Background: an optimization exercise with open tools, aiming at small area, a short achievable clock period and few clock cycles per item. Do not read the settings as production practice. In this exercise RTL edits were held to simulation tests only and were not proved equivalent to the original.

==> flow/design.v (excerpt) <==
module rgb_to_hsv_converter (
  input  wire logic        clk_i,
  input  wire logic        rst_ni,
  input  wire logic        in_valid_i,
  output logic             in_stall_o,
  input  wire logic [23:0] in_word_i,
  output logic             out_valid_o,
  input  wire logic        out_stall_i,
  output logic [30:0]      out_word_o
);
clock: 7.5 ns
lec_check: 0
abc_area: 1
cap_margin: 20
core_margin: 2
core_utilization: 60
cts_cluster_diameter: 100
cts_cluster_size: 30
gpl_routability_driven: 0
place_density_lb_addon: 0.1
setup_slack_margin: 4.0
slew_margin: 20
run.sh (not shown) runs the stock make flow with config.mk's settings and CLKGATE_MAP_FILE= SYNTH_SCRIPT=/design/flow/synth_recipe.tcl, a recipe that flattens the netlist after the stock synthesis.
The first run passed the timing, design-rule and antenna checks.
Testbench counts at the start, summed over its fixed seeds: cycles 24,064, pixels 24,000.
Change:
- CORE_UTILIZATION: 60 -> 45
- CTS_CLUSTER_DIAMETER: 100 -> unset
- CTS_CLUSTER_SIZE: 30 -> unset
- GPL_ROUTABILITY_DRIVEN: 0 -> unset
- PLACE_DENSITY_LB_ADDON: 0.1 -> unset
Effect: Design area came out higher by a few percent. Wire length came out higher by a few percent. Global-route usage came out lower by 5.1 points. Final cell count came out higher by a few percent.

---

## v24
Starting RTL as in the previous note.
Settings: LEC_CHECK=0, ABC_AREA=1, CAP_MARGIN=20, CORE_MARGIN=2, CORE_UTILIZATION=75, SETUP_SLACK_MARGIN=4.0, SLEW_MARGIN=20; clock period 7.5 ns.
Having completed the whole flow, v24 delivered a layout that passed the timing, design-rule and antenna checks.
Testbench counts of v24, summed over its fixed seeds: cycles 24,064, pixels 24,000.
#### Input delta (v22 over v24)
-- flow/config.mk --
<<< v24, line 9
export CAP_MARGIN = 20
export CORE_MARGIN = 2
export CORE_UTILIZATION = 75
export SETUP_SLACK_MARGIN = 4.0
export SLEW_MARGIN = 20
>>> v22, line 9
export CAP_MARGIN = 20
export CORE_MARGIN = 2
export CORE_UTILIZATION = 60
export CTS_CLUSTER_DIAMETER = 90
export CTS_CLUSTER_SIZE = 36
export SETUP_SLACK_MARGIN = 4.0
export SLEW_MARGIN = 20
### Flow results
Comparing v22 against v24, there is no change at all in post-route antenna net violation count.
Of v24 and v22, the run reporting the higher relative area of clock buffers and inverters in the final design was v24.
On fmax, the lower figure sits with v24, not v22.
In v22, the number of levels the H-tree was split into came out 1 below the value in v24.
What v16 does differently from v22 at the input level:
-- flow/config.mk --
<<< v22, line 10
export CORE_MARGIN = 2
export CORE_UTILIZATION = 60
export CTS_CLUSTER_DIAMETER = 90
export CTS_CLUSTER_SIZE = 36
export SETUP_SLACK_MARGIN = 4.0
export SLEW_MARGIN = 20
>>> v16, line 10
export CORE_MARGIN = 2
export CORE_UTILIZATION = 60
export SETUP_SLACK_MARGIN = 4.0
export SLEW_MARGIN = 20
export TNS_END_PERCENT = 10
Taking v22 as the reference, in v16 initial core utilization barely changed.
v16 vs. v22: clock slew seen by the registers of the worst setup and hold paths went down by 0.05 ns.
In the reports for v22 and v16, the larger length of routed met2 wiring belongs to v22.
[compare] base=v22 new=v16: cell area after layout increased by 1.3% relative to the old numbers, path depth of the worst reg2reg path -3, via count lower.
Share of cell area taken by multi-input logic gates: v16 vs v22 down 1.3 points
Compared with v22, v16 shows a clock buffer instance count of the final layout that is 23 higher.
Max-capacitance violation count of v22 is on par with v16.
### v16 -> v40
-- flow/config.mk --
<<< v16, line 10
export CORE_MARGIN = 2
export CORE_UTILIZATION = 60
export SETUP_SLACK_MARGIN = 4.0
export SLEW_MARGIN = 20
export TNS_END_PERCENT = 10
>>> v40, line 10
export CORE_MARGIN = 2
export CORE_UTILIZATION = 60
export CTS_CLUSTER_DIAMETER = 100
export CTS_CLUSTER_SIZE = 30
export SETUP_SLACK_MARGIN = 4.1
export SLEW_MARGIN = 20
- v16: all stages complete, timing, DRC and antenna checks passed
- v40 ended with every stage complete and zero timing, DRC or antenna violations.
- On period utilization: v40 sits below v16.
- Min number of multi-input combinational cells across v40 and v16: v16
- Going from v16 to v40, synthesis-to-layout area growth grows by 0.99 points.
- Max number of vias per cell across v40 and v16: v40
- Looking only at setup slack, and setting everything else aside, the higher value of v40 and v16 goes to v40.
- Compared with v16, in v40 detail-routed net length per standard cell went up, worst hold slack did not really move.
For v5, these inputs were changed with respect to v40:
-- flow/config.mk --
<<< v40, line 9
export CAP_MARGIN = 20
export CORE_MARGIN = 2
export CORE_UTILIZATION = 60
export CTS_CLUSTER_DIAMETER = 100
export CTS_CLUSTER_SIZE = 30
export SETUP_SLACK_MARGIN = 4.1
export SLEW_MARGIN = 20
>>> v5, line 9
export CAP_MARGIN = 20
export CORE_MARGIN = 2
export CORE_UTILIZATION = 55
export CTS_CLUSTER_DIAMETER = 100
export CTS_CLUSTER_SIZE = 30
export SETUP_SLACK_MARGIN = 4.0
export SLEW_MARGIN = 20
Results
Looking at number of core rows across v40 and v5, the one that comes out lower is v40.
Diff v40 -> v5 | wire length | down by a few percent
The worst setup margin of v5 was inferior to that of v40.
Edits applied to the flow inputs when going from v5 to v32:
-- flow/config.mk --
<<< v5, line 9
export CAP_MARGIN = 20
export CORE_MARGIN = 2
export CORE_UTILIZATION = 55
export CTS_CLUSTER_DIAMETER = 100
export CTS_CLUSTER_SIZE = 30
export SETUP_SLACK_MARGIN = 4.0
export SLEW_MARGIN = 20
>>> v32, line 9
export CAP_MARGIN = 20
export CORE_MARGIN = 2
export CORE_UTILIZATION = 60
export SETUP_SLACK_MARGIN = 4.0
export SLEW_MARGIN = 20
- Changes observed in v32 relative to v5: number of buffers added by the clock tree synthesis step higher.
- Lower length of routed met3 wiring was reported by v5, not v32.
- v32 — global-route usage 2.3 points higher, v5 as reference

---

== juniper ==
Another version of the RTL of rgb_to_hsv_converter (not shown whole).
For scale: about 2,500 cells after synthesis, ~330 flip-flops, about 61 I/O pins.
Settings: LEC_CHECK=0, ABC_AREA=1, CAP_MARGIN=20, CORE_MARGIN=2, CORE_UTILIZATION=50, CTS_CLUSTER_DIAMETER=100, CTS_CLUSTER_SIZE=30, SETUP_SLACK_MARGIN=4.0, SLEW_MARGIN=20; clock period 7.5 ns.
Testbench counts of juniper, summed over its fixed seeds: cycles 24,064, pixels 24,000.
Changes in xenon relative to juniper:
# juniper
export LEC_CHECK = 0
export ABC_AREA = 1
export CAP_MARGIN = 20
export CORE_MARGIN = 2
export CORE_UTILIZATION = 50
export CTS_CLUSTER_DIAMETER = 100
export CTS_CLUSTER_SIZE = 30
export SETUP_SLACK_MARGIN = 4.0
export SLEW_MARGIN = 20
create_clock -name core_clock -period 7.5 [get_ports {clk_i}]
# xenon
export LEC_CHECK = 0
export ABC_AREA = 1
export CAP_MARGIN = 20
export CORE_MARGIN = 2
export CORE_UTILIZATION = 55
export CTS_CLUSTER_DIAMETER = 100
export CTS_CLUSTER_SIZE = 30
export SETUP_SLACK_MARGIN = 4.1
export SLEW_MARGIN = 20
create_clock -name core_clock -period 7.5 [get_ports {clk_i}]
Results
Compared with juniper, non-filler instance count after layout in xenon decreased slightly. Area added between synthesis and finish, xenon and juniper: larger value in xenon. Minimum hold slack across xenon and juniper: no real change. Measured slew at the worst slew-check pin delta for xenon relative to juniper: 13 ps higher. juniper -> xenon: flip-flop and latch count delta 0, exact match. Higher post-route cell area goes to xenon over juniper.
--- input diff xenon..tundra ---
# xenon
export LEC_CHECK = 0
export ABC_AREA = 1
export CAP_MARGIN = 20
export CORE_MARGIN = 2
export CORE_UTILIZATION = 55
export CTS_CLUSTER_DIAMETER = 100
export CTS_CLUSTER_SIZE = 30
export SETUP_SLACK_MARGIN = 4.1
export SLEW_MARGIN = 20
create_clock -name core_clock -period 7.5 [get_ports {clk_i}]
# tundra
export LEC_CHECK = 0
export ABC_AREA = 1
export CAP_MARGIN = 20
export CORE_MARGIN = 2
export CORE_UTILIZATION = 55
export CTS_CLUSTER_DIAMETER = 100
export CTS_CLUSTER_SIZE = 30
export SETUP_SLACK_MARGIN = 4.0
export SLEW_MARGIN = 20
create_clock -name core_clock -period 7.5 [get_ports {clk_i}]
==> summary.txt <==
tundra ran to completion and came out clean on the timing, design-rule and antenna checks. xenon -> tundra: number of nets with antenna violations after detailed routing delta 0, exact match. tundra: layout-stage area growth over the synthesis result 3.0 points below xenon. Summary — total of plain and repair buffers excluding clock buffers, tundra relative to xenon: lower, by 35.
Inputs modified between tundra and sierra:
# tundra
export LEC_CHECK = 0
export ABC_AREA = 1
export CAP_MARGIN = 20
export CORE_MARGIN = 2
export CORE_UTILIZATION = 55
export CTS_CLUSTER_DIAMETER = 100
export CTS_CLUSTER_SIZE = 30
export SETUP_SLACK_MARGIN = 4.0
export SLEW_MARGIN = 20
create_clock -name core_clock -period 7.5 [get_ports {clk_i}]
# sierra
export LEC_CHECK = 0
export ABC_AREA = 1
export CAP_MARGIN = 20
export CORE_MARGIN = 2
export CORE_UTILIZATION = 45
export CTS_CLUSTER_DIAMETER = 100
export CTS_CLUSTER_SIZE = 30
export SETUP_SLACK_MARGIN = 4.0
export SLEW_MARGIN = 20
create_clock -name core_clock -period 7.5 [get_ports {clk_i}]
--- outcome ---
- Against tundra, sierra comes in 12 ps higher on worst slack at placement.
- Changes observed in sierra relative to tundra: total number of vias down 0.84%, final cell count increased by 142 relative to the old numbers, final-layout non-clock buffer area share ~0 delta.
- From tundra to sierra the numbers moved as follows: non-clock buffer count moved up, sequential share of layout area now smaller, routed length on met2 has increased, worst setup margin moved down.
- tundra reports its start point of the critical path as out_stall_i while sierra reports q8_grey.

what the ideal ports hide:
In the flow no input, the clock included, has a driving cell. The finished layouts below were timed again as built, in two steps.
Step 1, drivers: a clkbuf_16 drives clk_i and a buf_2 each remaining input, both assumed.
Step 2, shift: input delay + t, output delay - t, t = (earliest + latest rising clock arrival at the registers) / 2. This alone moves slack from input paths to output paths.
a / b / c = ideal / step 1 / step 2; a / b = the first two.
run | shift t [ns] | setup slack, ns | worst hold slack (ns) | latest minus earliest clock arrival (ns) | worst register clock-pin slew, ns
the first run of note 1 | 0.571 | 4.049 / 4.026 / 3.559 | 0.408 / 0.408 / 0.408 | 0.029 / 0.029 | 0.11 / 0.11
the second run of note 1 | 0.595 | 4.028 / 4.031 / 3.460 | 0.411 / 0.411 / 0.411 | 0.036 / 0.037 | 0.06 / 0.06
v24 | 0.568 | 3.784 / 3.784 / 3.488 | 0.415 / 0.415 / 0.415 | 0.017 / 0.018 | 0.07 / 0.07
v22 | 0.577 | 4.015 / 3.971 / 3.491 | 0.422 / 0.422 / 0.422 | 0.028 / 0.028 | 0.12 / 0.12
v16 | 0.587 | 3.901 / 3.870 / 3.440 | 0.412 / 0.412 / 0.412 | 0.025 / 0.025 | 0.07 / 0.07
v40 | 0.566 | 4.103 / 4.057 / 3.602 | 0.414 / 0.414 / 0.414 | 0.023 / 0.024 | 0.11 / 0.11
v5 | 0.574 | 4.085 / 4.049 / 3.535 | 0.423 / 0.423 / 0.423 | 0.026 / 0.026 | 0.11 / 0.11
v32 | 0.587 | 4.058 / 4.006 / 3.505 | 0.414 / 0.414 / 0.414 | 0.026 / 0.026 | 0.07 / 0.07
juniper | 0.581 | 4.074 / 4.038 / 3.584 | 0.418 / 0.418 / 0.418 | 0.016 / 0.016 | 0.11 / 0.11
xenon | 0.568 | 4.128 / 4.066 / 3.632 | 0.417 / 0.417 / 0.417 | 0.017 / 0.017 | 0.11 / 0.11
tundra | 0.573 | 4.086 / 4.047 / 3.611 | 0.415 / 0.415 / 0.415 | 0.018 / 0.017 | 0.11 / 0.11
sierra | 0.587 | 4.051 / 3.996 / 3.505 | 0.419 / 0.419 / 0.419 | 0.033 / 0.033 | 0.11 / 0.11
After both steps every run listed still meets setup and hold. For the second run of note 1, which loses most, drivers alone change the setup slack by +0.003 ns; drivers and shift together by -0.568 ns.
